What follows belongs to an exercise in optimizing a design on an open flow for small area and a short achievable clock period; a production flow would make more cautious choices.
In this exercise RTL edits were held to simulation tests only and were not proved equivalent to the original.

===== design.v =====
package qft_pkg;
    localparam int AMP_W = 8;
endpackage
`timescale 1ns/1ps
module qft_add9
(
    input  logic [8:0] a,
    input  logic [8:0] b,
    input  logic       k,
    output logic [8:0] t
);
    assign t = a + b + 9'(k);
endmodule
module qft_scale
#(
    parameter bit NEG = 1'b0
) (
    input  logic [8:0] t,
    output logic [7:0] y,
    output logic       m80
);
    logic [11:0] u, x2, x3, s1, c1, p;
    logic        ge187, le_m187, hi, lo;
    assign u  = NEG ? ~{{3{t[8]}}, t} : {{3{t[8]}}, t};
    assign x2 = {u[10:0], 1'b0};
    assign x3 = {u[8:0], 3'b000};
    assign s1 = u ^ x2 ^ x3;
    assign c1 = {((u[10:0] & x2[10:0]) | (x3[10:0] & (u[10:0] ^ x2[10:0]))), 1'b0};
    assign p  = s1 + c1 + (NEG ? 12'd11 : 12'd0);
    assign ge187   = ~t[8] & t[7] & (t[6] | (t[5] & t[4] & t[3] & (t[2] | (t[1] & t[0]))));
    assign le_m187 =  t[8] & ~t[7] & (~t[6] | (~t[5] & ~t[4] & ~t[3] & (~t[2] | ~t[1])));
    assign hi = NEG ? le_m187 : ge187;
    assign lo = NEG ? ge187 : le_m187;
    assign y  = hi ? 8'h7f : (lo ? 8'h80 : p[11:4]);
    assign m80 = lo | (t[8:1] == 8'hA3);
endmodule
module qft_bfly
#(
    parameter bit NEG = 1'b0
) (
    input  logic [8:0] a,
    input  logic [8:0] b,
    input  logic       k,
    output logic [7:0] y,
    output logic       m80
);
    logic [8:0] t;
    qft_add9 u_add (.a(a), .b(b), .k(k), .t(t));
    qft_scale #(.NEG(NEG)) u_scale (.t(t), .y(y), .m80(m80));
endmodule
`timescale 1ns/1ps
module qft3_top
(
    input  logic        clk,
    input  logic        rst_n,
    input  logic        valid_i,
    input  logic [63:0] re_i,
    input  logic [63:0] im_i,
    output logic        valid_o,
    output logic [63:0] re_o,
    output logic [63:0] im_o
);
    logic [7:0] v_q;
    always_ff @(posedge clk or negedge rst_n) begin
        if (!rst_n) v_q <= '0;
        else        v_q <= {v_q[6:0], valid_i};
    end
    assign valid_o = v_q[7];
    logic [7:0] x_re0, x_im0;
    logic [7:0] x_re1, x_im1;
    logic [7:0] x_re2, x_im2;
    logic [7:0] x_re3, x_im3;
    logic [7:0] x_re4, x_im4;
    logic [7:0] x_re5, x_im5;
    logic [7:0] x_re6, x_im6;
    logic [7:0] x_re7, x_im7;
    logic [7:0] u1_h2_re0;
    logic       u1_h2_re0_m80;
    logic [8:0] u1_h2_re0_t;
    logic [7:0] u2_h2_im0;
    logic       u2_h2_im0_m80;
    logic [8:0] u2_h2_im0_t;
    logic [7:0] u3_h2_re4;
    logic       u3_h2_re4_m80;
    logic [8:0] u3_h2_re4_t;
    logic [7:0] u4_h2_im4;
    logic       u4_h2_im4_m80;
    logic [8:0] u4_h2_im4_t;
    logic [7:0] u5_h2_re1;
    logic       u5_h2_re1_m80;
    logic [8:0] u5_h2_re1_t;
    logic [7:0] u6_h2_im1;
    logic       u6_h2_im1_m80;
    logic [8:0] u6_h2_im1_t;
    logic [7:0] u7_h2_re5;
    logic       u7_h2_re5_m80;
    logic [8:0] u7_h2_re5_t;
    logic [7:0] u8_h2_im5;
    logic       u8_h2_im5_m80;
    logic [8:0] u8_h2_im5_t;
    logic [7:0] u9_h2_re2;
    logic       u9_h2_re2_m80;
    logic [8:0] u9_h2_re2_t;
    logic [7:0] u10_h2_im2;
    logic       u10_h2_im2_m80;
    logic [8:0] u10_h2_im2_t;
    logic [7:0] u11_h2_re6;
    logic       u11_h2_re6_m80;
    logic [8:0] u11_h2_re6_t;
    logic [7:0] u12_h2_im6;
    logic       u12_h2_im6_m80;
    logic [8:0] u12_h2_im6_t;
    logic [7:0] u13_h2_re3;
    logic       u13_h2_re3_m80;
    logic [8:0] u13_h2_re3_t;
    logic [7:0] u14_h2_im3;
    logic       u14_h2_im3_m80;
    logic [8:0] u14_h2_im3_t;
    logic [7:0] u15_h2_re7;
    logic       u15_h2_re7_m80;
    logic [8:0] u15_h2_re7_t;
    logic [7:0] u16_h2_im7;
    logic       u16_h2_im7_m80;
    logic [8:0] u16_h2_im7_t;
    logic [7:0] u17_cp_re5;
    logic       u17_cp_re5_m80;
    logic [8:0] u17_cp_re5_t;
    logic [7:0] u18_cp_im5;
    logic       u18_cp_im5_m80;
    logic [8:0] u18_cp_im5_t;
    logic [7:0] u19_cp_re7;
    logic       u19_cp_re7_m80;
    logic [8:0] u19_cp_re7_t;
    logic [7:0] u20_cp_im7;
    logic       u20_cp_im7_m80;
    logic [8:0] u20_cp_im7_t;
    logic [7:0] u21_h1_re0;
    logic       u21_h1_re0_m80;
    logic [8:0] u21_h1_re0_t;
    logic [7:0] u22_h1_im0;
    logic       u22_h1_im0_m80;
    logic [8:0] u22_h1_im0_t;
    logic [7:0] u23_h1_re2;
    logic       u23_h1_re2_m80;
    logic [8:0] u23_h1_re2_t;
    logic [7:0] u24_h1_im2;
    logic       u24_h1_im2_m80;
    logic [8:0] u24_h1_im2_t;
    logic [7:0] u25_h1_re1;
    logic       u25_h1_re1_m80;
    logic [8:0] u25_h1_re1_t;
    logic [7:0] u26_h1_im1;
    logic       u26_h1_im1_m80;
    logic [8:0] u26_h1_im1_t;
    logic [7:0] u27_h1_re3;
    logic       u27_h1_re3_m80;
    logic [8:0] u27_h1_re3_t;
    logic [7:0] u28_h1_im3;
    logic       u28_h1_im3_m80;
    logic [8:0] u28_h1_im3_t;
    logic [7:0] u29_h1_re4;
    logic       u29_h1_re4_m80;
    logic [8:0] u29_h1_re4_t;
    logic [7:0] u30_h1_im4;
    logic       u30_h1_im4_m80;
    logic [8:0] u30_h1_im4_t;
    logic [7:0] u31_h1_re6;
    logic       u31_h1_re6_m80;
    logic [8:0] u31_h1_re6_t;
    logic [7:0] u32_h1_im6;
    logic       u32_h1_im6_m80;
    logic [8:0] u32_h1_im6_t;
    logic [7:0] u33_h1_re5;
    logic       u33_h1_re5_m80;
    logic [8:0] u33_h1_re5_t;
    logic [7:0] u34_h1_im5;
    logic       u34_h1_im5_m80;
    logic [8:0] u34_h1_im5_t;
    logic [7:0] u35_h1_re7;
    logic       u35_h1_re7_m80;
    logic [8:0] u35_h1_re7_t;
    logic [7:0] u36_h1_im7;
    logic       u36_h1_im7_m80;
    logic [8:0] u36_h1_im7_t;
    logic [7:0] u37_h0_re0;
    logic       u37_h0_re0_m80;
    logic [8:0] u37_h0_re0_t;
    logic [7:0] u38_h0_im0;
    logic       u38_h0_im0_m80;
    logic [8:0] u38_h0_im0_t;
    logic [7:0] u39_h0_re1;
    logic       u39_h0_re1_m80;
    logic [8:0] u39_h0_re1_t;
    logic [7:0] u40_h0_im1;
    logic       u40_h0_im1_m80;
    logic [8:0] u40_h0_im1_t;
    logic [7:0] u41_h0_re2;
    logic       u41_h0_re2_m80;
    logic [8:0] u41_h0_re2_t;
    logic [7:0] u42_h0_im2;
    logic       u42_h0_im2_m80;
    logic [8:0] u42_h0_im2_t;
    logic [7:0] u43_h0_re3;
    logic       u43_h0_re3_m80;
    logic [8:0] u43_h0_re3_t;
    logic [7:0] u44_h0_im3;
    logic       u44_h0_im3_m80;
    logic [8:0] u44_h0_im3_t;
    logic [7:0] u45_h0_re4;
    logic       u45_h0_re4_m80;
    logic [8:0] u45_h0_re4_t;
    logic [7:0] u46_h0_im4;
    logic       u46_h0_im4_m80;
    logic [8:0] u46_h0_im4_t;
    logic [7:0] u47_h0_re5;
    logic       u47_h0_re5_m80;
    logic [8:0] u47_h0_re5_t;
    logic [7:0] u48_h0_im5;
    logic       u48_h0_im5_m80;
    logic [8:0] u48_h0_im5_t;
    logic [7:0] u49_h0_re6;
    logic       u49_h0_re6_m80;
    logic [8:0] u49_h0_re6_t;
    logic [7:0] u50_h0_im6;
    logic       u50_h0_im6_m80;
    logic [8:0] u50_h0_im6_t;
    logic [7:0] u51_h0_re7;
    logic       u51_h0_re7_m80;
    logic [8:0] u51_h0_re7_t;
    logic [7:0] u52_h0_im7;
    logic       u52_h0_im7_m80;
    logic [8:0] u52_h0_im7_t;
    logic [8:0] u1_h2_re0_t_d1;
    logic [8:0] u2_h2_im0_t_d1;
    logic [8:0] u3_h2_re4_t_d1;
    logic [8:0] u4_h2_im4_t_d1;
    logic [8:0] u5_h2_re1_t_d1;
    logic [8:0] u6_h2_im1_t_d1;
    logic [8:0] u7_h2_re5_t_d1;
    logic [8:0] u8_h2_im5_t_d1;
    logic [8:0] u9_h2_re2_t_d1;
    logic [8:0] u10_h2_im2_t_d1;
    logic [8:0] u11_h2_re6_t_d1;
    logic [8:0] u12_h2_im6_t_d1;
    logic [8:0] u13_h2_re3_t_d1;
    logic [8:0] u14_h2_im3_t_d1;
    logic [8:0] u15_h2_re7_t_d1;
    logic [8:0] u16_h2_im7_t_d1;
    logic [7:0] u7_h2_re5_d2;
    logic [7:0] u8_h2_im5_d2;
    logic [8:0] u17_cp_re5_t_d3;
    logic [8:0] u18_cp_im5_t_d3;
    logic [7:0] u16_h2_im7_d2;
    logic       u16_h2_im7_m80_d2;
    logic [7:0] u15_h2_re7_d2;
    logic [8:0] u19_cp_re7_t_d3;
    logic [8:0] u20_cp_im7_t_d3;
    logic [7:0] u1_h2_re0_d2;
    logic [7:0] u1_h2_re0_d3;
    logic [7:0] u1_h2_re0_d4;
    logic [7:0] u9_h2_re2_d2;
    logic [7:0] u9_h2_re2_d3;
    logic [7:0] u9_h2_re2_d4;
    logic [8:0] u21_h1_re0_t_d5;
    logic [7:0] u2_h2_im0_d2;
    logic [7:0] u2_h2_im0_d3;
    logic [7:0] u2_h2_im0_d4;
    logic [7:0] u10_h2_im2_d2;
    logic [7:0] u10_h2_im2_d3;
    logic [7:0] u10_h2_im2_d4;
    logic [8:0] u22_h1_im0_t_d5;
    logic [8:0] u23_h1_re2_t_d5;
    logic [8:0] u24_h1_im2_t_d5;
    logic [7:0] u5_h2_re1_d2;
    logic [7:0] u5_h2_re1_d3;
    logic [7:0] u5_h2_re1_d4;
    logic [7:0] u13_h2_re3_d2;
    logic [7:0] u13_h2_re3_d3;
    logic [7:0] u13_h2_re3_d4;
    logic [8:0] u25_h1_re1_t_d5;
    logic [7:0] u6_h2_im1_d2;
    logic [7:0] u6_h2_im1_d3;
    logic [7:0] u6_h2_im1_d4;
    logic [7:0] u14_h2_im3_d2;
    logic [7:0] u14_h2_im3_d3;
    logic [7:0] u14_h2_im3_d4;
    logic [8:0] u26_h1_im1_t_d5;
    logic [8:0] u27_h1_re3_t_d5;
    logic [8:0] u28_h1_im3_t_d5;
    logic [7:0] u3_h2_re4_d2;
    logic [7:0] u3_h2_re4_d3;
    logic [7:0] u3_h2_re4_d4;
    logic [7:0] u12_h2_im6_d2;
    logic [7:0] u12_h2_im6_d3;
    logic [7:0] u12_h2_im6_d4;
    logic       u12_h2_im6_m80_d2;
    logic       u12_h2_im6_m80_d3;
    logic       u12_h2_im6_m80_d4;
    logic [8:0] u29_h1_re4_t_d5;
    logic [7:0] u4_h2_im4_d2;
    logic [7:0] u4_h2_im4_d3;
    logic [7:0] u4_h2_im4_d4;
    logic [7:0] u11_h2_re6_d2;
    logic [7:0] u11_h2_re6_d3;
    logic [7:0] u11_h2_re6_d4;
    logic [8:0] u30_h1_im4_t_d5;
    logic [8:0] u31_h1_re6_t_d5;
    logic [8:0] u32_h1_im6_t_d5;
    logic [7:0] u17_cp_re5_d4;
    logic [7:0] u19_cp_re7_d4;
    logic [8:0] u33_h1_re5_t_d5;
    logic [7:0] u18_cp_im5_d4;
    logic [7:0] u20_cp_im7_d4;
    logic [8:0] u34_h1_im5_t_d5;
    logic [8:0] u35_h1_re7_t_d5;
    logic [8:0] u36_h1_im7_t_d5;
    logic [7:0] u21_h1_re0_d6;
    logic [7:0] u25_h1_re1_d6;
    logic [8:0] u37_h0_re0_t_d7;
    logic [7:0] u22_h1_im0_d6;
    logic [7:0] u26_h1_im1_d6;
    logic [8:0] u38_h0_im0_t_d7;
    logic [8:0] u39_h0_re1_t_d7;
    logic [8:0] u40_h0_im1_t_d7;
    logic [7:0] u23_h1_re2_d6;
    logic [7:0] u28_h1_im3_d6;
    logic       u28_h1_im3_m80_d6;
    logic [8:0] u41_h0_re2_t_d7;
    logic [7:0] u24_h1_im2_d6;
    logic [7:0] u27_h1_re3_d6;
    logic [8:0] u42_h0_im2_t_d7;
    logic [8:0] u43_h0_re3_t_d7;
    logic [8:0] u44_h0_im3_t_d7;
    logic [7:0] u29_h1_re4_d6;
    logic [7:0] u33_h1_re5_d6;
    logic [8:0] u45_h0_re4_t_d7;
    logic [7:0] u30_h1_im4_d6;
    logic [7:0] u34_h1_im5_d6;
    logic [8:0] u46_h0_im4_t_d7;
    logic [8:0] u47_h0_re5_t_d7;
    logic [8:0] u48_h0_im5_t_d7;
    logic [7:0] u31_h1_re6_d6;
    logic [7:0] u36_h1_im7_d6;
    logic       u36_h1_im7_m80_d6;
    logic [8:0] u49_h0_re6_t_d7;
    logic [7:0] u32_h1_im6_d6;
    logic [7:0] u35_h1_re7_d6;
    logic [8:0] u50_h0_im6_t_d7;
    logic [8:0] u51_h0_re7_t_d7;
    logic [8:0] u52_h0_im7_t_d7;
    logic [7:0] u37_h0_re0_d8;
    logic [7:0] u38_h0_im0_d8;
    logic [7:0] u45_h0_re4_d8;
    logic [7:0] u46_h0_im4_d8;
    logic [7:0] u41_h0_re2_d8;
    logic [7:0] u42_h0_im2_d8;
    logic [7:0] u49_h0_re6_d8;
    logic [7:0] u50_h0_im6_d8;
    logic [7:0] u39_h0_re1_d8;
    logic [7:0] u40_h0_im1_d8;
    logic [7:0] u47_h0_re5_d8;
    logic [7:0] u48_h0_im5_d8;
    logic [7:0] u43_h0_re3_d8;
    logic [7:0] u44_h0_im3_d8;
    logic [7:0] u51_h0_re7_d8;
    logic [7:0] u52_h0_im7_d8;
    assign x_re0 = re_i[7:0];
    assign x_im0 = im_i[7:0];
    assign x_re1 = re_i[15:8];
    assign x_im1 = im_i[15:8];
    assign x_re2 = re_i[23:16];
    assign x_im2 = im_i[23:16];
    assign x_re3 = re_i[31:24];
    assign x_im3 = im_i[31:24];
    assign x_re4 = re_i[39:32];
    assign x_im4 = im_i[39:32];
    assign x_re5 = re_i[47:40];
    assign x_im5 = im_i[47:40];
    assign x_re6 = re_i[55:48];
    assign x_im6 = im_i[55:48];
    assign x_re7 = re_i[63:56];
    assign x_im7 = im_i[63:56];
    qft_add9 u_u1_h2_re0_a (.a({x_re0[7], x_re0}), .b({x_re4[7], x_re4}), .k(1'b0), .t(u1_h2_re0_t));
    qft_scale #(.NEG(0)) u_u1_h2_re0_s (.t(u1_h2_re0_t_d1), .y(u1_h2_re0), .m80(u1_h2_re0_m80));
    qft_add9 u_u2_h2_im0_a (.a({x_im0[7], x_im0}), .b({x_im4[7], x_im4}), .k(1'b0), .t(u2_h2_im0_t));
    qft_scale #(.NEG(0)) u_u2_h2_im0_s (.t(u2_h2_im0_t_d1), .y(u2_h2_im0), .m80(u2_h2_im0_m80));
    qft_add9 u_u3_h2_re4_a (.a({x_re0[7], x_re0}), .b(~{x_re4[7], x_re4}), .k(1'b1), .t(u3_h2_re4_t));
    qft_scale #(.NEG(0)) u_u3_h2_re4_s (.t(u3_h2_re4_t_d1), .y(u3_h2_re4), .m80(u3_h2_re4_m80));
    qft_add9 u_u4_h2_im4_a (.a({x_im0[7], x_im0}), .b(~{x_im4[7], x_im4}), .k(1'b1), .t(u4_h2_im4_t));
    qft_scale #(.NEG(0)) u_u4_h2_im4_s (.t(u4_h2_im4_t_d1), .y(u4_h2_im4), .m80(u4_h2_im4_m80));
    qft_add9 u_u5_h2_re1_a (.a({x_re1[7], x_re1}), .b({x_re5[7], x_re5}), .k(1'b0), .t(u5_h2_re1_t));
    qft_scale #(.NEG(0)) u_u5_h2_re1_s (.t(u5_h2_re1_t_d1), .y(u5_h2_re1), .m80(u5_h2_re1_m80));
    qft_add9 u_u6_h2_im1_a (.a({x_im1[7], x_im1}), .b({x_im5[7], x_im5}), .k(1'b0), .t(u6_h2_im1_t));
    qft_scale #(.NEG(0)) u_u6_h2_im1_s (.t(u6_h2_im1_t_d1), .y(u6_h2_im1), .m80(u6_h2_im1_m80));
    qft_add9 u_u7_h2_re5_a (.a({x_re1[7], x_re1}), .b(~{x_re5[7], x_re5}), .k(1'b1), .t(u7_h2_re5_t));
    qft_scale #(.NEG(0)) u_u7_h2_re5_s (.t(u7_h2_re5_t_d1), .y(u7_h2_re5), .m80(u7_h2_re5_m80));
    qft_add9 u_u8_h2_im5_a (.a({x_im1[7], x_im1}), .b(~{x_im5[7], x_im5}), .k(1'b1), .t(u8_h2_im5_t));
    qft_scale #(.NEG(0)) u_u8_h2_im5_s (.t(u8_h2_im5_t_d1), .y(u8_h2_im5), .m80(u8_h2_im5_m80));
    qft_add9 u_u9_h2_re2_a (.a({x_re2[7], x_re2}), .b({x_re6[7], x_re6}), .k(1'b0), .t(u9_h2_re2_t));
    qft_scale #(.NEG(0)) u_u9_h2_re2_s (.t(u9_h2_re2_t_d1), .y(u9_h2_re2), .m80(u9_h2_re2_m80));
    qft_add9 u_u10_h2_im2_a (.a({x_im2[7], x_im2}), .b({x_im6[7], x_im6}), .k(1'b0), .t(u10_h2_im2_t));
    qft_scale #(.NEG(0)) u_u10_h2_im2_s (.t(u10_h2_im2_t_d1), .y(u10_h2_im2), .m80(u10_h2_im2_m80));
    qft_add9 u_u11_h2_re6_a (.a({x_re2[7], x_re2}), .b(~{x_re6[7], x_re6}), .k(1'b1), .t(u11_h2_re6_t));
    qft_scale #(.NEG(0)) u_u11_h2_re6_s (.t(u11_h2_re6_t_d1), .y(u11_h2_re6), .m80(u11_h2_re6_m80));
    qft_add9 u_u12_h2_im6_a (.a({x_im2[7], x_im2}), .b(~{x_im6[7], x_im6}), .k(1'b1), .t(u12_h2_im6_t));
    qft_scale #(.NEG(0)) u_u12_h2_im6_s (.t(u12_h2_im6_t_d1), .y(u12_h2_im6), .m80(u12_h2_im6_m80));
    qft_add9 u_u13_h2_re3_a (.a({x_re3[7], x_re3}), .b({x_re7[7], x_re7}), .k(1'b0), .t(u13_h2_re3_t));
    qft_scale #(.NEG(0)) u_u13_h2_re3_s (.t(u13_h2_re3_t_d1), .y(u13_h2_re3), .m80(u13_h2_re3_m80));
    qft_add9 u_u14_h2_im3_a (.a({x_im3[7], x_im3}), .b({x_im7[7], x_im7}), .k(1'b0), .t(u14_h2_im3_t));
    qft_scale #(.NEG(0)) u_u14_h2_im3_s (.t(u14_h2_im3_t_d1), .y(u14_h2_im3), .m80(u14_h2_im3_m80));
    qft_add9 u_u15_h2_re7_a (.a({x_re3[7], x_re3}), .b(~{x_re7[7], x_re7}), .k(1'b1), .t(u15_h2_re7_t));
    qft_scale #(.NEG(0)) u_u15_h2_re7_s (.t(u15_h2_re7_t_d1), .y(u15_h2_re7), .m80(u15_h2_re7_m80));
    qft_add9 u_u16_h2_im7_a (.a({x_im3[7], x_im3}), .b(~{x_im7[7], x_im7}), .k(1'b1), .t(u16_h2_im7_t));
    qft_scale #(.NEG(0)) u_u16_h2_im7_s (.t(u16_h2_im7_t_d1), .y(u16_h2_im7), .m80(u16_h2_im7_m80));
    qft_add9 u_u17_cp_re5_a (.a({u7_h2_re5_d2[7], u7_h2_re5_d2}), .b(~{u8_h2_im5_d2[7], u8_h2_im5_d2}), .k(1'b1), .t(u17_cp_re5_t));
    qft_scale #(.NEG(0)) u_u17_cp_re5_s (.t(u17_cp_re5_t_d3), .y(u17_cp_re5), .m80(u17_cp_re5_m80));
    qft_add9 u_u18_cp_im5_a (.a({u7_h2_re5_d2[7], u7_h2_re5_d2}), .b({u8_h2_im5_d2[7], u8_h2_im5_d2}), .k(1'b0), .t(u18_cp_im5_t));
    qft_scale #(.NEG(0)) u_u18_cp_im5_s (.t(u18_cp_im5_t_d3), .y(u18_cp_im5), .m80(u18_cp_im5_m80));
    qft_add9 u_u19_cp_re7_a (.a({u16_h2_im7_d2[7], u16_h2_im7_d2}), .b({u15_h2_re7_d2[7], u15_h2_re7_d2}), .k(u16_h2_im7_m80_d2), .t(u19_cp_re7_t));
    qft_scale #(.NEG(1)) u_u19_cp_re7_s (.t(u19_cp_re7_t_d3), .y(u19_cp_re7), .m80(u19_cp_re7_m80));
    qft_add9 u_u20_cp_im7_a (.a(~{u16_h2_im7_d2[7], u16_h2_im7_d2}), .b({u15_h2_re7_d2[7], u15_h2_re7_d2}), .k(~u16_h2_im7_m80_d2), .t(u20_cp_im7_t));
    qft_scale #(.NEG(0)) u_u20_cp_im7_s (.t(u20_cp_im7_t_d3), .y(u20_cp_im7), .m80(u20_cp_im7_m80));
    qft_add9 u_u21_h1_re0_a (.a({u1_h2_re0_d4[7], u1_h2_re0_d4}), .b({u9_h2_re2_d4[7], u9_h2_re2_d4}), .k(1'b0), .t(u21_h1_re0_t));
    qft_scale #(.NEG(0)) u_u21_h1_re0_s (.t(u21_h1_re0_t_d5), .y(u21_h1_re0), .m80(u21_h1_re0_m80));
    qft_add9 u_u22_h1_im0_a (.a({u2_h2_im0_d4[7], u2_h2_im0_d4}), .b({u10_h2_im2_d4[7], u10_h2_im2_d4}), .k(1'b0), .t(u22_h1_im0_t));
    qft_scale #(.NEG(0)) u_u22_h1_im0_s (.t(u22_h1_im0_t_d5), .y(u22_h1_im0), .m80(u22_h1_im0_m80));
    qft_add9 u_u23_h1_re2_a (.a({u1_h2_re0_d4[7], u1_h2_re0_d4}), .b(~{u9_h2_re2_d4[7], u9_h2_re2_d4}), .k(1'b1), .t(u23_h1_re2_t));
    qft_scale #(.NEG(0)) u_u23_h1_re2_s (.t(u23_h1_re2_t_d5), .y(u23_h1_re2), .m80(u23_h1_re2_m80));
    qft_add9 u_u24_h1_im2_a (.a({u2_h2_im0_d4[7], u2_h2_im0_d4}), .b(~{u10_h2_im2_d4[7], u10_h2_im2_d4}), .k(1'b1), .t(u24_h1_im2_t));
    qft_scale #(.NEG(0)) u_u24_h1_im2_s (.t(u24_h1_im2_t_d5), .y(u24_h1_im2), .m80(u24_h1_im2_m80));
    qft_add9 u_u25_h1_re1_a (.a({u5_h2_re1_d4[7], u5_h2_re1_d4}), .b({u13_h2_re3_d4[7], u13_h2_re3_d4}), .k(1'b0), .t(u25_h1_re1_t));
    qft_scale #(.NEG(0)) u_u25_h1_re1_s (.t(u25_h1_re1_t_d5), .y(u25_h1_re1), .m80(u25_h1_re1_m80));
    qft_add9 u_u26_h1_im1_a (.a({u6_h2_im1_d4[7], u6_h2_im1_d4}), .b({u14_h2_im3_d4[7], u14_h2_im3_d4}), .k(1'b0), .t(u26_h1_im1_t));
    qft_scale #(.NEG(0)) u_u26_h1_im1_s (.t(u26_h1_im1_t_d5), .y(u26_h1_im1), .m80(u26_h1_im1_m80));
    qft_add9 u_u27_h1_re3_a (.a({u5_h2_re1_d4[7], u5_h2_re1_d4}), .b(~{u13_h2_re3_d4[7], u13_h2_re3_d4}), .k(1'b1), .t(u27_h1_re3_t));
    qft_scale #(.NEG(0)) u_u27_h1_re3_s (.t(u27_h1_re3_t_d5), .y(u27_h1_re3), .m80(u27_h1_re3_m80));
    qft_add9 u_u28_h1_im3_a (.a({u6_h2_im1_d4[7], u6_h2_im1_d4}), .b(~{u14_h2_im3_d4[7], u14_h2_im3_d4}), .k(1'b1), .t(u28_h1_im3_t));
    qft_scale #(.NEG(0)) u_u28_h1_im3_s (.t(u28_h1_im3_t_d5), .y(u28_h1_im3), .m80(u28_h1_im3_m80));
    qft_add9 u_u29_h1_re4_a (.a({u3_h2_re4_d4[7], u3_h2_re4_d4}), .b(~{u12_h2_im6_d4[7], u12_h2_im6_d4}), .k(~u12_h2_im6_m80_d4), .t(u29_h1_re4_t));
    qft_scale #(.NEG(0)) u_u29_h1_re4_s (.t(u29_h1_re4_t_d5), .y(u29_h1_re4), .m80(u29_h1_re4_m80));
    qft_add9 u_u30_h1_im4_a (.a({u4_h2_im4_d4[7], u4_h2_im4_d4}), .b({u11_h2_re6_d4[7], u11_h2_re6_d4}), .k(1'b0), .t(u30_h1_im4_t));
    qft_scale #(.NEG(0)) u_u30_h1_im4_s (.t(u30_h1_im4_t_d5), .y(u30_h1_im4), .m80(u30_h1_im4_m80));
    qft_add9 u_u31_h1_re6_a (.a({u3_h2_re4_d4[7], u3_h2_re4_d4}), .b({u12_h2_im6_d4[7], u12_h2_im6_d4}), .k(u12_h2_im6_m80_d4), .t(u31_h1_re6_t));
    qft_scale #(.NEG(0)) u_u31_h1_re6_s (.t(u31_h1_re6_t_d5), .y(u31_h1_re6), .m80(u31_h1_re6_m80));
    qft_add9 u_u32_h1_im6_a (.a({u4_h2_im4_d4[7], u4_h2_im4_d4}), .b(~{u11_h2_re6_d4[7], u11_h2_re6_d4}), .k(1'b1), .t(u32_h1_im6_t));
    qft_scale #(.NEG(0)) u_u32_h1_im6_s (.t(u32_h1_im6_t_d5), .y(u32_h1_im6), .m80(u32_h1_im6_m80));
    qft_add9 u_u33_h1_re5_a (.a({u17_cp_re5_d4[7], u17_cp_re5_d4}), .b({u19_cp_re7_d4[7], u19_cp_re7_d4}), .k(1'b0), .t(u33_h1_re5_t));
    qft_scale #(.NEG(0)) u_u33_h1_re5_s (.t(u33_h1_re5_t_d5), .y(u33_h1_re5), .m80(u33_h1_re5_m80));
    qft_add9 u_u34_h1_im5_a (.a({u18_cp_im5_d4[7], u18_cp_im5_d4}), .b({u20_cp_im7_d4[7], u20_cp_im7_d4}), .k(1'b0), .t(u34_h1_im5_t));
    qft_scale #(.NEG(0)) u_u34_h1_im5_s (.t(u34_h1_im5_t_d5), .y(u34_h1_im5), .m80(u34_h1_im5_m80));
    qft_add9 u_u35_h1_re7_a (.a({u17_cp_re5_d4[7], u17_cp_re5_d4}), .b(~{u19_cp_re7_d4[7], u19_cp_re7_d4}), .k(1'b1), .t(u35_h1_re7_t));
    qft_scale #(.NEG(0)) u_u35_h1_re7_s (.t(u35_h1_re7_t_d5), .y(u35_h1_re7), .m80(u35_h1_re7_m80));
    qft_add9 u_u36_h1_im7_a (.a({u18_cp_im5_d4[7], u18_cp_im5_d4}), .b(~{u20_cp_im7_d4[7], u20_cp_im7_d4}), .k(1'b1), .t(u36_h1_im7_t));
    qft_scale #(.NEG(0)) u_u36_h1_im7_s (.t(u36_h1_im7_t_d5), .y(u36_h1_im7), .m80(u36_h1_im7_m80));
    qft_add9 u_u37_h0_re0_a (.a({u21_h1_re0_d6[7], u21_h1_re0_d6}), .b({u25_h1_re1_d6[7], u25_h1_re1_d6}), .k(1'b0), .t(u37_h0_re0_t));
    qft_scale #(.NEG(0)) u_u37_h0_re0_s (.t(u37_h0_re0_t_d7), .y(u37_h0_re0), .m80(u37_h0_re0_m80));
    qft_add9 u_u38_h0_im0_a (.a({u22_h1_im0_d6[7], u22_h1_im0_d6}), .b({u26_h1_im1_d6[7], u26_h1_im1_d6}), .k(1'b0), .t(u38_h0_im0_t));
    qft_scale #(.NEG(0)) u_u38_h0_im0_s (.t(u38_h0_im0_t_d7), .y(u38_h0_im0), .m80(u38_h0_im0_m80));
    qft_add9 u_u39_h0_re1_a (.a({u21_h1_re0_d6[7], u21_h1_re0_d6}), .b(~{u25_h1_re1_d6[7], u25_h1_re1_d6}), .k(1'b1), .t(u39_h0_re1_t));
    qft_scale #(.NEG(0)) u_u39_h0_re1_s (.t(u39_h0_re1_t_d7), .y(u39_h0_re1), .m80(u39_h0_re1_m80));
    qft_add9 u_u40_h0_im1_a (.a({u22_h1_im0_d6[7], u22_h1_im0_d6}), .b(~{u26_h1_im1_d6[7], u26_h1_im1_d6}), .k(1'b1), .t(u40_h0_im1_t));
    qft_scale #(.NEG(0)) u_u40_h0_im1_s (.t(u40_h0_im1_t_d7), .y(u40_h0_im1), .m80(u40_h0_im1_m80));
    qft_add9 u_u41_h0_re2_a (.a({u23_h1_re2_d6[7], u23_h1_re2_d6}), .b(~{u28_h1_im3_d6[7], u28_h1_im3_d6}), .k(~u28_h1_im3_m80_d6), .t(u41_h0_re2_t));
    qft_scale #(.NEG(0)) u_u41_h0_re2_s (.t(u41_h0_re2_t_d7), .y(u41_h0_re2), .m80(u41_h0_re2_m80));
    qft_add9 u_u42_h0_im2_a (.a({u24_h1_im2_d6[7], u24_h1_im2_d6}), .b({u27_h1_re3_d6[7], u27_h1_re3_d6}), .k(1'b0), .t(u42_h0_im2_t));
    qft_scale #(.NEG(0)) u_u42_h0_im2_s (.t(u42_h0_im2_t_d7), .y(u42_h0_im2), .m80(u42_h0_im2_m80));
    qft_add9 u_u43_h0_re3_a (.a({u23_h1_re2_d6[7], u23_h1_re2_d6}), .b({u28_h1_im3_d6[7], u28_h1_im3_d6}), .k(u28_h1_im3_m80_d6), .t(u43_h0_re3_t));
    qft_scale #(.NEG(0)) u_u43_h0_re3_s (.t(u43_h0_re3_t_d7), .y(u43_h0_re3), .m80(u43_h0_re3_m80));
    qft_add9 u_u44_h0_im3_a (.a({u24_h1_im2_d6[7], u24_h1_im2_d6}), .b(~{u27_h1_re3_d6[7], u27_h1_re3_d6}), .k(1'b1), .t(u44_h0_im3_t));
    qft_scale #(.NEG(0)) u_u44_h0_im3_s (.t(u44_h0_im3_t_d7), .y(u44_h0_im3), .m80(u44_h0_im3_m80));
    qft_add9 u_u45_h0_re4_a (.a({u29_h1_re4_d6[7], u29_h1_re4_d6}), .b({u33_h1_re5_d6[7], u33_h1_re5_d6}), .k(1'b0), .t(u45_h0_re4_t));
    qft_scale #(.NEG(0)) u_u45_h0_re4_s (.t(u45_h0_re4_t_d7), .y(u45_h0_re4), .m80(u45_h0_re4_m80));
    qft_add9 u_u46_h0_im4_a (.a({u30_h1_im4_d6[7], u30_h1_im4_d6}), .b({u34_h1_im5_d6[7], u34_h1_im5_d6}), .k(1'b0), .t(u46_h0_im4_t));
    qft_scale #(.NEG(0)) u_u46_h0_im4_s (.t(u46_h0_im4_t_d7), .y(u46_h0_im4), .m80(u46_h0_im4_m80));
    qft_add9 u_u47_h0_re5_a (.a({u29_h1_re4_d6[7], u29_h1_re4_d6}), .b(~{u33_h1_re5_d6[7], u33_h1_re5_d6}), .k(1'b1), .t(u47_h0_re5_t));
    qft_scale #(.NEG(0)) u_u47_h0_re5_s (.t(u47_h0_re5_t_d7), .y(u47_h0_re5), .m80(u47_h0_re5_m80));
    qft_add9 u_u48_h0_im5_a (.a({u30_h1_im4_d6[7], u30_h1_im4_d6}), .b(~{u34_h1_im5_d6[7], u34_h1_im5_d6}), .k(1'b1), .t(u48_h0_im5_t));
    qft_scale #(.NEG(0)) u_u48_h0_im5_s (.t(u48_h0_im5_t_d7), .y(u48_h0_im5), .m80(u48_h0_im5_m80));
    qft_add9 u_u49_h0_re6_a (.a({u31_h1_re6_d6[7], u31_h1_re6_d6}), .b(~{u36_h1_im7_d6[7], u36_h1_im7_d6}), .k(~u36_h1_im7_m80_d6), .t(u49_h0_re6_t));
    qft_scale #(.NEG(0)) u_u49_h0_re6_s (.t(u49_h0_re6_t_d7), .y(u49_h0_re6), .m80(u49_h0_re6_m80));
    qft_add9 u_u50_h0_im6_a (.a({u32_h1_im6_d6[7], u32_h1_im6_d6}), .b({u35_h1_re7_d6[7], u35_h1_re7_d6}), .k(1'b0), .t(u50_h0_im6_t));
    qft_scale #(.NEG(0)) u_u50_h0_im6_s (.t(u50_h0_im6_t_d7), .y(u50_h0_im6), .m80(u50_h0_im6_m80));
    qft_add9 u_u51_h0_re7_a (.a({u31_h1_re6_d6[7], u31_h1_re6_d6}), .b({u36_h1_im7_d6[7], u36_h1_im7_d6}), .k(u36_h1_im7_m80_d6), .t(u51_h0_re7_t));
    qft_scale #(.NEG(0)) u_u51_h0_re7_s (.t(u51_h0_re7_t_d7), .y(u51_h0_re7), .m80(u51_h0_re7_m80));
    qft_add9 u_u52_h0_im7_a (.a({u32_h1_im6_d6[7], u32_h1_im6_d6}), .b(~{u35_h1_re7_d6[7], u35_h1_re7_d6}), .k(1'b1), .t(u52_h0_im7_t));
    qft_scale #(.NEG(0)) u_u52_h0_im7_s (.t(u52_h0_im7_t_d7), .y(u52_h0_im7), .m80(u52_h0_im7_m80));
    assign re_o[7:0] = u37_h0_re0_d8;
    assign im_o[7:0] = u38_h0_im0_d8;
    assign re_o[15:8] = u45_h0_re4_d8;
    assign im_o[15:8] = u46_h0_im4_d8;
    assign re_o[23:16] = u41_h0_re2_d8;
    assign im_o[23:16] = u42_h0_im2_d8;
    assign re_o[31:24] = u49_h0_re6_d8;
    assign im_o[31:24] = u50_h0_im6_d8;
    assign re_o[39:32] = u39_h0_re1_d8;
    assign im_o[39:32] = u40_h0_im1_d8;
    assign re_o[47:40] = u47_h0_re5_d8;
    assign im_o[47:40] = u48_h0_im5_d8;
    assign re_o[55:48] = u43_h0_re3_d8;
    assign im_o[55:48] = u44_h0_im3_d8;
    assign re_o[63:56] = u51_h0_re7_d8;
    assign im_o[63:56] = u52_h0_im7_d8;
    always_ff @(posedge clk) begin
        u1_h2_re0_t_d1 <= u1_h2_re0_t;
        u2_h2_im0_t_d1 <= u2_h2_im0_t;
        u3_h2_re4_t_d1 <= u3_h2_re4_t;
        u4_h2_im4_t_d1 <= u4_h2_im4_t;
        u5_h2_re1_t_d1 <= u5_h2_re1_t;
        u6_h2_im1_t_d1 <= u6_h2_im1_t;
        u7_h2_re5_t_d1 <= u7_h2_re5_t;
        u8_h2_im5_t_d1 <= u8_h2_im5_t;
        u9_h2_re2_t_d1 <= u9_h2_re2_t;
        u10_h2_im2_t_d1 <= u10_h2_im2_t;
        u11_h2_re6_t_d1 <= u11_h2_re6_t;
        u12_h2_im6_t_d1 <= u12_h2_im6_t;
        u13_h2_re3_t_d1 <= u13_h2_re3_t;
        u14_h2_im3_t_d1 <= u14_h2_im3_t;
        u15_h2_re7_t_d1 <= u15_h2_re7_t;
        u16_h2_im7_t_d1 <= u16_h2_im7_t;
        u7_h2_re5_d2 <= u7_h2_re5;
        u8_h2_im5_d2 <= u8_h2_im5;
        u17_cp_re5_t_d3 <= u17_cp_re5_t;
        u18_cp_im5_t_d3 <= u18_cp_im5_t;
        u16_h2_im7_d2 <= u16_h2_im7;
        u16_h2_im7_m80_d2 <= u16_h2_im7_m80;
        u15_h2_re7_d2 <= u15_h2_re7;
        u19_cp_re7_t_d3 <= u19_cp_re7_t;
        u20_cp_im7_t_d3 <= u20_cp_im7_t;
        u1_h2_re0_d2 <= u1_h2_re0;
        u1_h2_re0_d3 <= u1_h2_re0_d2;
        u1_h2_re0_d4 <= u1_h2_re0_d3;
        u9_h2_re2_d2 <= u9_h2_re2;
        u9_h2_re2_d3 <= u9_h2_re2_d2;
        u9_h2_re2_d4 <= u9_h2_re2_d3;
        u21_h1_re0_t_d5 <= u21_h1_re0_t;
        u2_h2_im0_d2 <= u2_h2_im0;
        u2_h2_im0_d3 <= u2_h2_im0_d2;
        u2_h2_im0_d4 <= u2_h2_im0_d3;
        u10_h2_im2_d2 <= u10_h2_im2;
        u10_h2_im2_d3 <= u10_h2_im2_d2;
        u10_h2_im2_d4 <= u10_h2_im2_d3;
        u22_h1_im0_t_d5 <= u22_h1_im0_t;
        u23_h1_re2_t_d5 <= u23_h1_re2_t;
        u24_h1_im2_t_d5 <= u24_h1_im2_t;
        u5_h2_re1_d2 <= u5_h2_re1;
        u5_h2_re1_d3 <= u5_h2_re1_d2;
        u5_h2_re1_d4 <= u5_h2_re1_d3;
        u13_h2_re3_d2 <= u13_h2_re3;
        u13_h2_re3_d3 <= u13_h2_re3_d2;
        u13_h2_re3_d4 <= u13_h2_re3_d3;
        u25_h1_re1_t_d5 <= u25_h1_re1_t;
        u6_h2_im1_d2 <= u6_h2_im1;
        u6_h2_im1_d3 <= u6_h2_im1_d2;
        u6_h2_im1_d4 <= u6_h2_im1_d3;
        u14_h2_im3_d2 <= u14_h2_im3;
        u14_h2_im3_d3 <= u14_h2_im3_d2;
        u14_h2_im3_d4 <= u14_h2_im3_d3;
        u26_h1_im1_t_d5 <= u26_h1_im1_t;
        u27_h1_re3_t_d5 <= u27_h1_re3_t;
        u28_h1_im3_t_d5 <= u28_h1_im3_t;
        u3_h2_re4_d2 <= u3_h2_re4;
        u3_h2_re4_d3 <= u3_h2_re4_d2;
        u3_h2_re4_d4 <= u3_h2_re4_d3;
        u12_h2_im6_d2 <= u12_h2_im6;
        u12_h2_im6_d3 <= u12_h2_im6_d2;
        u12_h2_im6_d4 <= u12_h2_im6_d3;
        u12_h2_im6_m80_d2 <= u12_h2_im6_m80;
        u12_h2_im6_m80_d3 <= u12_h2_im6_m80_d2;
        u12_h2_im6_m80_d4 <= u12_h2_im6_m80_d3;
        u29_h1_re4_t_d5 <= u29_h1_re4_t;
        u4_h2_im4_d2 <= u4_h2_im4;
        u4_h2_im4_d3 <= u4_h2_im4_d2;
        u4_h2_im4_d4 <= u4_h2_im4_d3;
        u11_h2_re6_d2 <= u11_h2_re6;
        u11_h2_re6_d3 <= u11_h2_re6_d2;
        u11_h2_re6_d4 <= u11_h2_re6_d3;
        u30_h1_im4_t_d5 <= u30_h1_im4_t;
        u31_h1_re6_t_d5 <= u31_h1_re6_t;
        u32_h1_im6_t_d5 <= u32_h1_im6_t;
        u17_cp_re5_d4 <= u17_cp_re5;
        u19_cp_re7_d4 <= u19_cp_re7;
        u33_h1_re5_t_d5 <= u33_h1_re5_t;
        u18_cp_im5_d4 <= u18_cp_im5;
        u20_cp_im7_d4 <= u20_cp_im7;
        u34_h1_im5_t_d5 <= u34_h1_im5_t;
        u35_h1_re7_t_d5 <= u35_h1_re7_t;
        u36_h1_im7_t_d5 <= u36_h1_im7_t;
        u21_h1_re0_d6 <= u21_h1_re0;
        u25_h1_re1_d6 <= u25_h1_re1;
        u37_h0_re0_t_d7 <= u37_h0_re0_t;
        u22_h1_im0_d6 <= u22_h1_im0;
        u26_h1_im1_d6 <= u26_h1_im1;
        u38_h0_im0_t_d7 <= u38_h0_im0_t;
        u39_h0_re1_t_d7 <= u39_h0_re1_t;
        u40_h0_im1_t_d7 <= u40_h0_im1_t;
        u23_h1_re2_d6 <= u23_h1_re2;
        u28_h1_im3_d6 <= u28_h1_im3;
        u28_h1_im3_m80_d6 <= u28_h1_im3_m80;
        u41_h0_re2_t_d7 <= u41_h0_re2_t;
        u24_h1_im2_d6 <= u24_h1_im2;
        u27_h1_re3_d6 <= u27_h1_re3;
        u42_h0_im2_t_d7 <= u42_h0_im2_t;
        u43_h0_re3_t_d7 <= u43_h0_re3_t;
        u44_h0_im3_t_d7 <= u44_h0_im3_t;
        u29_h1_re4_d6 <= u29_h1_re4;
        u33_h1_re5_d6 <= u33_h1_re5;
        u45_h0_re4_t_d7 <= u45_h0_re4_t;
        u30_h1_im4_d6 <= u30_h1_im4;
        u34_h1_im5_d6 <= u34_h1_im5;
        u46_h0_im4_t_d7 <= u46_h0_im4_t;
        u47_h0_re5_t_d7 <= u47_h0_re5_t;
        u48_h0_im5_t_d7 <= u48_h0_im5_t;
        u31_h1_re6_d6 <= u31_h1_re6;
        u36_h1_im7_d6 <= u36_h1_im7;
        u36_h1_im7_m80_d6 <= u36_h1_im7_m80;
        u49_h0_re6_t_d7 <= u49_h0_re6_t;
        u32_h1_im6_d6 <= u32_h1_im6;
        u35_h1_re7_d6 <= u35_h1_re7;
        u50_h0_im6_t_d7 <= u50_h0_im6_t;
        u51_h0_re7_t_d7 <= u51_h0_re7_t;
        u52_h0_im7_t_d7 <= u52_h0_im7_t;
        u37_h0_re0_d8 <= u37_h0_re0;
        u38_h0_im0_d8 <= u38_h0_im0;
        u45_h0_re4_d8 <= u45_h0_re4;
        u46_h0_im4_d8 <= u46_h0_im4;
        u41_h0_re2_d8 <= u41_h0_re2;
        u42_h0_im2_d8 <= u42_h0_im2;
        u49_h0_re6_d8 <= u49_h0_re6;
        u50_h0_im6_d8 <= u50_h0_im6;
        u39_h0_re1_d8 <= u39_h0_re1;
        u40_h0_im1_d8 <= u40_h0_im1;
        u47_h0_re5_d8 <= u47_h0_re5;
        u48_h0_im5_d8 <= u48_h0_im5;
        u43_h0_re3_d8 <= u43_h0_re3;
        u44_h0_im3_d8 <= u44_h0_im3;
        u51_h0_re7_d8 <= u51_h0_re7;
        u52_h0_im7_d8 <= u52_h0_im7;
    end
endmodule

===== run.sh =====
#!/bin/bash
# synth_recipe.tcl (not shown) runs the flow's synth.tcl, then flattens the netlist and writes it again
# the make line also repeats each setting of config.mk as NAME=value (left out here)
make -C /OpenROAD-flow-scripts/flow DESIGN_CONFIG=/design/flow/config.mk WORK_HOME=/design/flow/orfs CLKGATE_MAP_FILE= SYNTH_SCRIPT=/design/flow/synth_recipe.tcl finish

===== config.mk =====
export PLATFORM = sky130hd
export DESIGN_NAME = qft3_top
export DESIGN_NICKNAME = qft3_top
export VERILOG_FILES = /design/flow/design.v
export SDC_FILE = /design/flow/constraint.sdc
export NUM_CORES = 4
export LEC_CHECK = 0
export CAP_MARGIN = 20
export CORE_MARGIN = 2
export CORE_UTILIZATION = 40
export SLEW_MARGIN = 20

===== constraint.sdc =====
create_clock -name core_clock -period 4.0 [get_ports {clk}]
set_input_delay 0.8000 -clock core_clock [delete_from_list [all_inputs] [get_ports {clk}]]
set_output_delay 0.8000 -clock core_clock [all_outputs]
set_load 0.01 [all_outputs]

==> impl_metrics.prom, run 1 <==
# TYPE chip_impl_metric gauge
chip_impl_info{name="status",value="complete, no violations"} 1
chip_impl_metric{name="number_of_global_route_vias_before_repair",unit=""} 43580
chip_impl_metric{name="post_route_cells_drive_above_1_share",unit=""} 0.03874
chip_impl_info{name="cpMaxStageDelayCell",value="a2111oi_1"} 1
chip_impl_metric{name="synth_top_area_frac",unit=""} 0.3228
chip_impl_metric{name="worstPathRequired",unit="ns"} 4.61
chip_impl_metric{name="layout-area-overhead-vs-synth",unit="%"} 14.39
chip_impl_metric{name="arrival",unit="ns"} 3.46
chip_impl_metric{name="grt_antenna_before_repair",unit=""} 3
chip_impl_metric{name="cts_buffers",unit=""} 117
chip_impl_metric{name="timing_worst_slew_pin_value",unit="ns"} 1.010
chip_impl_info{name="synth.area.top_cells",value="dfxtp_1 (32%), ha_1 (21%), fa_1 (11%)"} 1
chip_impl_metric{name="placed_area",unit="um2"} 70940
chip_impl_metric{name="final_min_period_over_clock_period",unit=""} 0.7111
chip_impl_metric{name="die-area",unit="um2"} 167600
chip_impl_metric{name="clkLatencyLatePin",unit="ns"} 0.75
chip_impl_metric{name="synth_seq_area_share",unit=""} 0.3259
chip_impl_metric{name="detail_route.first_pass.iterations",unit=""} 5
chip_impl_info{name="most_common_cell_after_layout_fill_and_taps_aside",value="ha_1"} 1
chip_impl_info{name="cts_tree",value="built"} 1
chip_impl_metric{name="worst_slack",unit="ns"} 1.156
chip_impl_metric{name="clkSinkCount",unit=""} 1068
chip_impl_metric{name="detail_route.wirelength",unit="um"} 128700
chip_impl_metric{name="maxSlewViolCount",unit=""} 0
chip_impl_metric{name="route.antenna.remaining_nets",unit=""} 0
chip_impl_metric{name="rows",unit=""} 148
chip_impl_metric{name="ys_ff_latch",unit=""} 1068
chip_impl_metric{name="fp.dieW",unit="um"} 409.4
chip_impl_metric{name="placement.io_buffers",unit=""} 259
chip_impl_metric{name="finalInstanceArea",unit="um2"} 75200
chip_impl_info{name="crit_path_category",value="reg2reg"} 1
chip_impl_metric{name="tmin_final",unit="ns"} 2.844
chip_impl_metric{name="slowest_delay",unit="ns"} 0.65
chip_impl_metric{name="setup_total_negative_slack",unit="ns"} 0
chip_impl_metric{name="number_of_buffers_on_the_longest_clock_path",unit=""} 3
chip_impl_metric{name="synth_cell_type_count",unit=""} 60
chip_impl_metric{name="floorplan.initialDensity",unit=""} 0.4034
chip_impl_info{name="postSynth.topFlopCell",value="dfxtp_1"} 1
chip_impl_metric{name="post_synthesis_net_count",unit=""} 8184
chip_impl_metric{name="synth-edff-count",unit=""} 0
chip_impl_metric{name="finalClockSkew",unit="ns"} 0.03383
chip_impl_metric{name="nNetsFinal",unit=""} 8531
chip_impl_info{name="min-delay-path-class",value="reg2reg"} 1
chip_impl_metric{name="postSynth.asyncResetShare",unit=""} 0.007491
chip_impl_metric{name="top_level_ports",unit=""} 260
chip_impl_metric{name="routed-via-count",unit=""} 43680
chip_impl_metric{name="clock_tree.htree_level_count",unit=""} 3
chip_impl_metric{name="syn-cell-area",unit="um2"} 65740
chip_impl_metric{name="final_hold_viol_count",unit=""} 0
chip_impl_metric{name="slew_headroom",unit=""} 0.3196
chip_impl_metric{name="cts-resized-gates",unit=""} 0
chip_impl_metric{name="remaining_drc_errors",unit=""} 0
chip_impl_metric{name="mean_post_synth_cell_area",unit="um2"} 9.998
chip_impl_metric{name="grt_usage",unit=""} 0.1528
chip_impl_metric{name="placer_congestion_estimate",unit=""} 0.8302
chip_impl_metric{name="core",unit="um2"} 163000
chip_impl_info{name="cts_root_buffer",value="clkbuf_16"} 1
chip_impl_metric{name="cts.reportedPaths.clkPinSlew",unit="ns"} 0.06
chip_impl_metric{name="final.fill_count",unit=""} 15330
chip_impl_info{name="endpoint_kind",value="register"} 1
chip_impl_metric{name="drv_cap",unit=""} 0
chip_impl_metric{name="wl_per_cell",unit="um"} 13.99
chip_impl_metric{name="total_of_endpoints_with_negative_setup_slack_in_the_final_report",unit=""} 0
chip_impl_metric{name="grt_pass1_wl",unit="um"} 214600
chip_impl_metric{name="grt_start_max_net_pins",unit=""} 18
chip_impl_metric{name="yosys_warnings",unit=""} 1
chip_impl_info{name="crit_path_start_kind",value="register"} 1
chip_impl_metric{name="crit_fanout",unit=""} 6
chip_impl_info{name="post-synth-top-area-cell",value="dfxtp_1"} 1
chip_impl_metric{name="ff2ff_setup_slack",unit="ns"} 1.16
chip_impl_metric{name="place.detailed.hpwl",unit="um"} 106700
chip_impl_metric{name="vias_per_cell",unit=""} 4.749
chip_impl_metric{name="pre_cts_ws",unit="ns"} 0.9453
chip_impl_metric{name="cts_hold_buf",unit=""} 0
chip_impl_metric{name="grt.overflow.total",unit=""} 0
chip_impl_info{name="worstPathCellList",value="fa_1 -> ha_1 -> nand4_1 -> a2111oi_1 -> a311o_1 -> a21oi_1 -> xnor2_1 -> o21ai_1"} 1
chip_impl_info{name="mostFrequentLayoutCells",value="ha_1 (1106), dfxtp_1 (1060), inv_1 (780)"} 1
chip_impl_metric{name="gate_count_of_the_mapped_netlist",unit=""} 6575
chip_impl_metric{name="max_freq",unit="MHz"} 351.6
chip_impl_metric{name="drt_first_iter_violations",unit=""} 1611
chip_impl_metric{name="cts_setup_buffers",unit=""} 0
chip_impl_metric{name="dieHeight",unit="um"} 409.4
chip_impl_info{name="unrepaired_setup_endpoints_after_global_routing",value="false"} 1
==> cells by family after synthesis <==
kind of cell	after synthesis	synth area share
AOI/OAI and AO/OA	1413	0.1356
xor gates and xnor gates	583	0.07768
adders and majority gates	1478	0.3238
buffers and inverters	814	0.04650
DFF	1068	0.3259
muxes	2	0.0003045
and+or+nand+nor	1217	0.09026
==> cells in the mapped netlist, types with 17 or more instances <==
master and instances:
ha_1 1106, a21oi_1 290, a211oi_1 72, o21bai_1 79
a221o_1 21, and2_1 18, nor2b_1 200, nand4_1 41
nand2b_1 47, o21a_1 18, o31a_1 72, nand3_1 29
xnor2_1 306, a2111oi_1 24, nor2_1 362, o21ba_2 17
inv_1 780, dfxtp_1 1060, and3_1 46, xor2_1 277
a311o_1 24, nor3_1 173, or3_1 32, o31ai_1 36
or2_2 30, fa_1 372, a21boi_1 51, o21ai_0 493
buf_1 25, a31oi_1 17, o21ai_1 59, nand2_1 223
o41ai_1 18, a21o_1 40, a21boi_0 21
==> worst max-delay path, delay by kind of cell (launching register included) <==
family	cells	cell delay [ns]
simple gates	1	0.15
compound gates	4	1.14
flops	1	0.53
xor+xnor	1	0.15
fa+ha+maj	2	0.75
==> metal layers <==
layer / vias up / GRT usage / wire length (um)
li1: 22840 / - / -
met1: 20180 / 0.2045 / 62610
met2: 482 / 0.2545 / 58700
met3: 171 / 0.02158 / 4202
met4: 2 / 0.04659 / 3193
met5: - / 0 / 13
==> worst paths after layout <==
check	from	to	depth (start not counted)
max in group asynchronous	rst_n	v_q[5]	1
max reg2reg	u34_h1_im5_t_d5[0]	u36_h1_im7_d6[6]	8
min	u10_h2_im2_d3[5]	u10_h2_im2_d4[5]	0
max	u34_h1_im5_t_d5[0]	u36_h1_im7_d6[6]	8
min in group asynchronous	rst_n	v_q[4]	1
min reg2reg	u10_h2_im2_d3[5]	u10_h2_im2_d4[5]	0
==> metrics by stage <==
step	cells	hold WS [ns]	utilization
6_report	9198	0.3163	0.4614
5_1_grt	9196	0.3207	0.4614
4_1_cts	9196	0.2655	0.4614
3_5_place_dp	8978	0.3121	0.4354
3_3_place_gp	8978	0.3105	0.4354
2_1_floorplan	6575	0.3096	-
==> final cells by class <==
cell class,instances,area (um2),share of cell area
Antenna cell,2,5.005,0.00006656
Clock buffer,156,3254,0.04328
Clock inverter,62,992.2,0.01319
Inverter,780,2928,0.03894
Multi-Input combinational cell,4693,41260,0.5487
Sequential cell,1068,21420,0.2849
Tap cell,2175,2721,0.03619
Timing Repair Buffer,262,2615,0.03478
==> run 2, diff against run 1 <==
--- a/design.v
+++ b/design.v
@@ -11,29 +11,62 @@
 );
     assign t = a + b + 9'(k);
 endmodule
-module qft_scale
+module qft_pre
 #(
     parameter bit NEG = 1'b0
 ) (
-    input  logic [8:0] t,
-    output logic [7:0] y,
-    output logic       m80
+    input  logic [8:0]  t,
+    output logic [11:0] s2,
+    output logic [11:0] c2,
+    output logic        hi,
+    output logic        lo,
+    output logic        m80
 );
-    logic [11:0] u, x2, x3, s1, c1, p;
-    logic        ge187, le_m187, hi, lo;
-    assign u  = NEG ? ~{{3{t[8]}}, t} : {{3{t[8]}}, t};
-    assign x2 = {u[10:0], 1'b0};
-    assign x3 = {u[8:0], 3'b000};
+    logic [11:0] u, x2, x3, s1, c1;
+    logic        ge187, le_m187;
+    assign u  = {{3{t[8]}}, t};
+    if (NEG) begin : g_neg
+        assign x2 = {u[9:0], 2'b00};
+        assign x3 = {~u[7:0], 4'b1111};
+    end else begin : g_pos
+        assign x2 = {u[10:0], 1'b0};
+        assign x3 = {u[8:0], 3'b000};
+    end
     assign s1 = u ^ x2 ^ x3;
-    assign c1 = {((u[10:0] & x2[10:0]) | (x3[10:0] & (u[10:0] ^ x2[10:0]))), 1'b0};
-    assign p  = s1 + c1 + (NEG ? 12'd11 : 12'd0);
+    assign c1 = {((u[10:0] & x2[10:0]) | (x3[10:0] & (u[10:0] ^ x2[10:0]))), NEG};
+    assign s2 = s1;
+    assign c2 = c1;
     assign ge187   = ~t[8] & t[7] & (t[6] | (t[5] & t[4] & t[3] & (t[2] | (t[1] & t[0]))));
     assign le_m187 =  t[8] & ~t[7] & (~t[6] | (~t[5] & ~t[4] & ~t[3] & (~t[2] | ~t[1])));
     assign hi = NEG ? le_m187 : ge187;
     assign lo = NEG ? ge187 : le_m187;
-    assign y  = hi ? 8'h7f : (lo ? 8'h80 : p[11:4]);
     assign m80 = lo | (t[8:1] == 8'hA3);
 endmodule
+module qft_post
+(
+    input  logic [11:0] s2,
+    input  logic [11:0] c2,
+    input  logic        hi,
+    input  logic        lo,
+    output logic [7:0]  y
+);
+    logic [11:0] p;
+    assign p = s2 + c2;
+    assign y = hi ? 8'h7f : (lo ? 8'h80 : p[11:4]);
+endmodule
+module qft_scale
+#(
+    parameter bit NEG = 1'b0
+) (
+    input  logic [8:0] t,
+    output logic [7:0] y,
+    output logic       m80
+);
+    logic [11:0] s2, c2;
+    logic        hi, lo;
+    qft_pre #(.NEG(NEG)) u_pre (.t(t), .s2(s2), .c2(c2), .hi(hi), .lo(lo), .m80(m80));
+    qft_post u_post (.s2(s2), .c2(c2), .hi(hi), .lo(lo), .y(y));
+endmodule
 module qft_bfly
 #(
     parameter bit NEG = 1'b0
--- a/config.mk
+++ b/config.mk
@@ -8,4 +8,5 @@
 export CAP_MARGIN = 20
 export CORE_MARGIN = 2
 export CORE_UTILIZATION = 40
+export SETUP_SLACK_MARGIN = 1.6
 export SLEW_MARGIN = 20
==> run 2 against run 1 <==
Against the previous run: highest routed layer is now met4; still clean on timing, DRC and antenna; hold slack got worse by 0.0045 ns; sequential share of layout area fell by 0.56 points.
==> impl_metrics.prom, run 2 <==
# TYPE chip_impl_metric gauge
chip_impl_metric{name="arrival",unit="ns"} 3.02
chip_impl_metric{name="tmin_final",unit="ns"} 2.426
chip_impl_metric{name="crit_fanout",unit=""} 5
chip_impl_info{name="synth.area.top_cells",value="dfxtp_1 (32%), ha_1 (21%), fa_1 (11%)"} 1
chip_impl_info{name="cts_root_buffer",value="clkbuf_16"} 1
chip_impl_metric{name="route.antenna.remaining_nets",unit=""} 0
chip_impl_metric{name="pre_cts_ws",unit="ns"} 1.084
chip_impl_metric{name="clock_tree.htree_level_count",unit=""} 3
chip_impl_metric{name="max_freq",unit="MHz"} 412.3
chip_impl_metric{name="floorplan.initialDensity",unit=""} 0.4033
chip_impl_metric{name="core",unit="um2"} 165200
chip_impl_metric{name="cts_buffers",unit=""} 117
chip_impl_metric{name="synth_seq_area_share",unit=""} 0.3216
chip_impl_info{name="crit_path_start_kind",value="register"} 1
chip_impl_metric{name="worstRegToRegCells",unit=""} 7
chip_impl_metric{name="final_min_period_over_clock_period",unit=""} 0.6064
chip_impl_metric{name="worst_slack",unit="ns"} 1.574
chip_impl_metric{name="place.detailed.hpwl",unit="um"} 109000
chip_impl_metric{name="nNetsFinal",unit=""} 8704
chip_impl_metric{name="final_hold_viol_count",unit=""} 0
chip_impl_metric{name="slew_headroom",unit=""} 0.1825
chip_impl_metric{name="number_of_buffers_on_the_longest_clock_path",unit=""} 3
chip_impl_metric{name="placement.io_buffers",unit=""} 259
chip_impl_metric{name="fin_cells",unit=""} 9398
chip_impl_metric{name="antenna_cells",unit=""} 0
chip_impl_metric{name="drv_cap",unit=""} 0
chip_impl_info{name="crit_path_category",value="reg2reg"} 1
chip_impl_metric{name="mean_post_synth_cell_area",unit="um2"} 10.01
chip_impl_metric{name="fp.dieW",unit="um"} 412.1
chip_impl_metric{name="timing_worst_slew_pin_value",unit="ns"} 1.215
chip_impl_metric{name="yosys_warnings",unit=""} 1
chip_impl_metric{name="gate_count_of_the_mapped_netlist",unit=""} 6653
chip_impl_info{name="endpoint_kind",value="register"} 1
chip_impl_metric{name="syn-cell-area",unit="um2"} 66620
chip_impl_metric{name="wl_per_cell",unit="um"} 14.60
chip_impl_metric{name="grt_antenna_before_repair",unit=""} 3
chip_impl_metric{name="maxSlewViolCount",unit=""} 0
chip_impl_info{name="most_common_cell_after_layout_fill_and_taps_aside",value="ha_1"} 1
chip_impl_metric{name="drt_first_iter_violations",unit=""} 2006
chip_impl_metric{name="finalClockSkew",unit="ns"} 0.05796
chip_impl_metric{name="grt_pass1_wl",unit="um"} 224700
chip_impl_info{name="unrepaired_setup_endpoints_after_global_routing",value="true"} 1
chip_impl_metric{name="grt_usage",unit=""} 0.1585
chip_impl_metric{name="setup_total_negative_slack",unit="ns"} 0
chip_impl_metric{name="number_of_global_route_vias_before_repair",unit=""} 45660
chip_impl_metric{name="worstPathRequired",unit="ns"} 4.59
chip_impl_info{name="min-delay-path-class",value="reg2reg"} 1
chip_impl_info{name="cts_tree",value="built"} 1
chip_impl_metric{name="remaining_drc_errors",unit=""} 0
chip_impl_metric{name="die-area",unit="um2"} 169800
chip_impl_metric{name="top_level_ports",unit=""} 260
chip_impl_metric{name="place.detailed.instances",unit=""} 9062
chip_impl_metric{name="clkLatencyLatePin",unit="ns"} 0.76
chip_impl_info{name="status",value="complete, no violations"} 1
chip_impl_info{name="reg2reg_to",value="u27_h1_re3_d6[7]"} 1
chip_impl_metric{name="cts.reportedPaths.clkPinSlew",unit="ns"} 0.06
chip_impl_info{name="post-synth-top-area-cell",value="dfxtp_1"} 1
chip_impl_metric{name="postSynth.asyncResetShare",unit=""} 0.007491
chip_impl_metric{name="vias_per_cell",unit=""} 4.894
chip_impl_info{name="worst_hold_path.endpoint",value="u12_h2_im6_d4[3]"} 1
chip_impl_metric{name="synth-edff-count",unit=""} 0
chip_impl_info{name="synth_commonest_cells",value="ha_1 (1095), dfxtp_1 (1060), inv_1 (726), o21ai_0 (512), a21oi_1 (425)"} 1
chip_impl_metric{name="detail_route.first_pass.iterations",unit=""} 5
chip_impl_metric{name="grt.overflow.total",unit=""} 0
chip_impl_metric{name="final.fill_count",unit=""} 15510
chip_impl_metric{name="dieHeight",unit="um"} 412.1
chip_impl_metric{name="layout-area-overhead-vs-synth",unit="%"} 18.43
chip_impl_metric{name="placer_congestion_estimate",unit=""} 0.8633
chip_impl_metric{name="synth_cell_type_count",unit=""} 62
chip_impl_metric{name="total_of_endpoints_with_negative_setup_slack_in_the_final_report",unit=""} 0
chip_impl_metric{name="hold_depth",unit=""} 0
chip_impl_metric{name="post_synthesis_net_count",unit=""} 8251
chip_impl_info{name="postSynth.topFlopCell",value="dfxtp_1"} 1
chip_impl_metric{name="ff2ff_setup_slack",unit="ns"} 1.57
chip_impl_metric{name="detail_route.wirelength",unit="um"} 137200
chip_impl_metric{name="post_route_cells_drive_above_1_share",unit=""} 0.1235
chip_impl_info{name="hold_path.startpoint",value="u12_h2_im6_d3[3]"} 1
chip_impl_metric{name="routed-via-count",unit=""} 45990
chip_impl_info{name="mostFrequentLayoutCells",value="ha_1 (1064), dfxtp_1 (768), inv_1 (724)"} 1
chip_impl_metric{name="ys_ff_latch",unit=""} 1068
chip_impl_metric{name="grt_start_max_net_pins",unit=""} 18
chip_impl_info{name="synthMostInstantiatedCell",value="ha_1"} 1
chip_impl_metric{name="rows",unit=""} 149
chip_impl_info{name="crit-reg2reg-launch",value="u27_h1_re3_t_d5[3]"} 1
chip_impl_metric{name="clkSinkCount",unit=""} 1068
chip_impl_metric{name="synth_top_area_frac",unit=""} 0.3186
-- run 2: critical path, stage by stage, from the launching register on --
cell and delay, ns:
dfxtp_4 0.37, fa_1 0.47, ha_1 0.38, a21oi_1 0.21
nand3_2 0.14, o31ai_4 0.22, nor3b_2 0.07, o41a_1 0.42
-- run 2: kinds of logic after synthesis --
kind of cell / after synthesis / share of synthesized area
xor gates and xnor gates: 612 / 0.08046
AOI/OAI and AO/OA: 1701 / 0.1627
and+or+nand+nor: 1035 / 0.07440
buffers and inverters: 770 / 0.04344
DFF: 1068 / 0.3216
adders and majority gates: 1467 / 0.3175
-- run 2: area by class of cell --
cell class / count / area [um2] / area share
repair buffers: 378 / 3347 / 0.04242
flip-flops and latches: 1068 / 22030 / 0.2793
clock inverters: 83 / 1160 / 0.01470
well taps: 2189 / 2739 / 0.03472
multi-input cells: 4815 / 43750 / 0.5546
clock buffers: 139 / 3131 / 0.03968
inverters: 726 / 2728 / 0.03457
-- run 2: layer usage --
layer  global-route usage  up-vias  routed length, um
met2               0.2611      593              62300
met1               0.2132    21550              66540
met4              0.05216        0               3660
li1                     -    23660                  -
met5                    0        -                  0
met3              0.02231      189               4692
-- run 2: stage by stage --
| stage | hold WS (ns) | util | cell area [um2] |
|---|---|---|---|
| floorplan | 0.3096 | - | 66640 |
| global placement | 0.3104 | 0.4349 | 71840 |
| detailed placement | 0.3121 | 0.4349 | 71840 |
| CTS | 0.2574 | 0.4671 | 77160 |
| global route | 0.2990 | 0.4776 | 78890 |
| finish | 0.3118 | 0.4776 | 78890 |
-- run 2: worst max-delay path by stage --
stage,start,to,slack (ns),cells past startpoint
floorplan,u20_cp_im7_t_d3[3],u20_cp_im7_d4[7],1.60,8
global placement,re_i[16],u9_h2_re2_t_d1[8],1.11,9
detailed placement,re_i[8],u7_h2_re5_t_d1[8],1.08,10
CTS,u27_h1_re3_t_d5[0],u27_h1_re3_d6[7],1.56,8
global route,u34_h1_im5_t_d5[0],u36_h1_im7_d6[7],1.49,8
finish,u27_h1_re3_t_d5[3],u27_h1_re3_d6[7],1.57,7
-- run 2: repair_timing --
action                     CTS  global route
hold endpoints to repair     0             0
setup endpoints to repair  302           197
gates resized for setup    473           339
buffers inserted            42            72
hold buffers                 0             0
pin swaps                   65           159

## static timing again, ports no longer ideal
Ports are ideal in the flow. The routed layouts listed here were re-timed in OpenROAD. Step 1: set_driving_cell puts a clkbuf_16 on clk and a buf_2 on each other input, an assumption about the parent block. Step 2 moves the port delays by t, midway between the first and last clock arrival at a register: inputs arrive t later, outputs are due t later. That takes back most of the time a late clock gives input paths. Three values: no drivers, after step 1, after step 2; two values: the first two.
run | t (ns) | setup WS [ns] | cell pins on the clock port's net
run 1 | 0.806 | 1.156 / 1.156 / 0.937 | 1
run 2 | 0.808 | 1.574 / 1.574 / 1.038 | 1
After both steps every run listed still meets setup and hold. For run 2, which loses most, drivers alone change the setup slack by 0.000 ns; drivers and shift together by -0.536 ns.
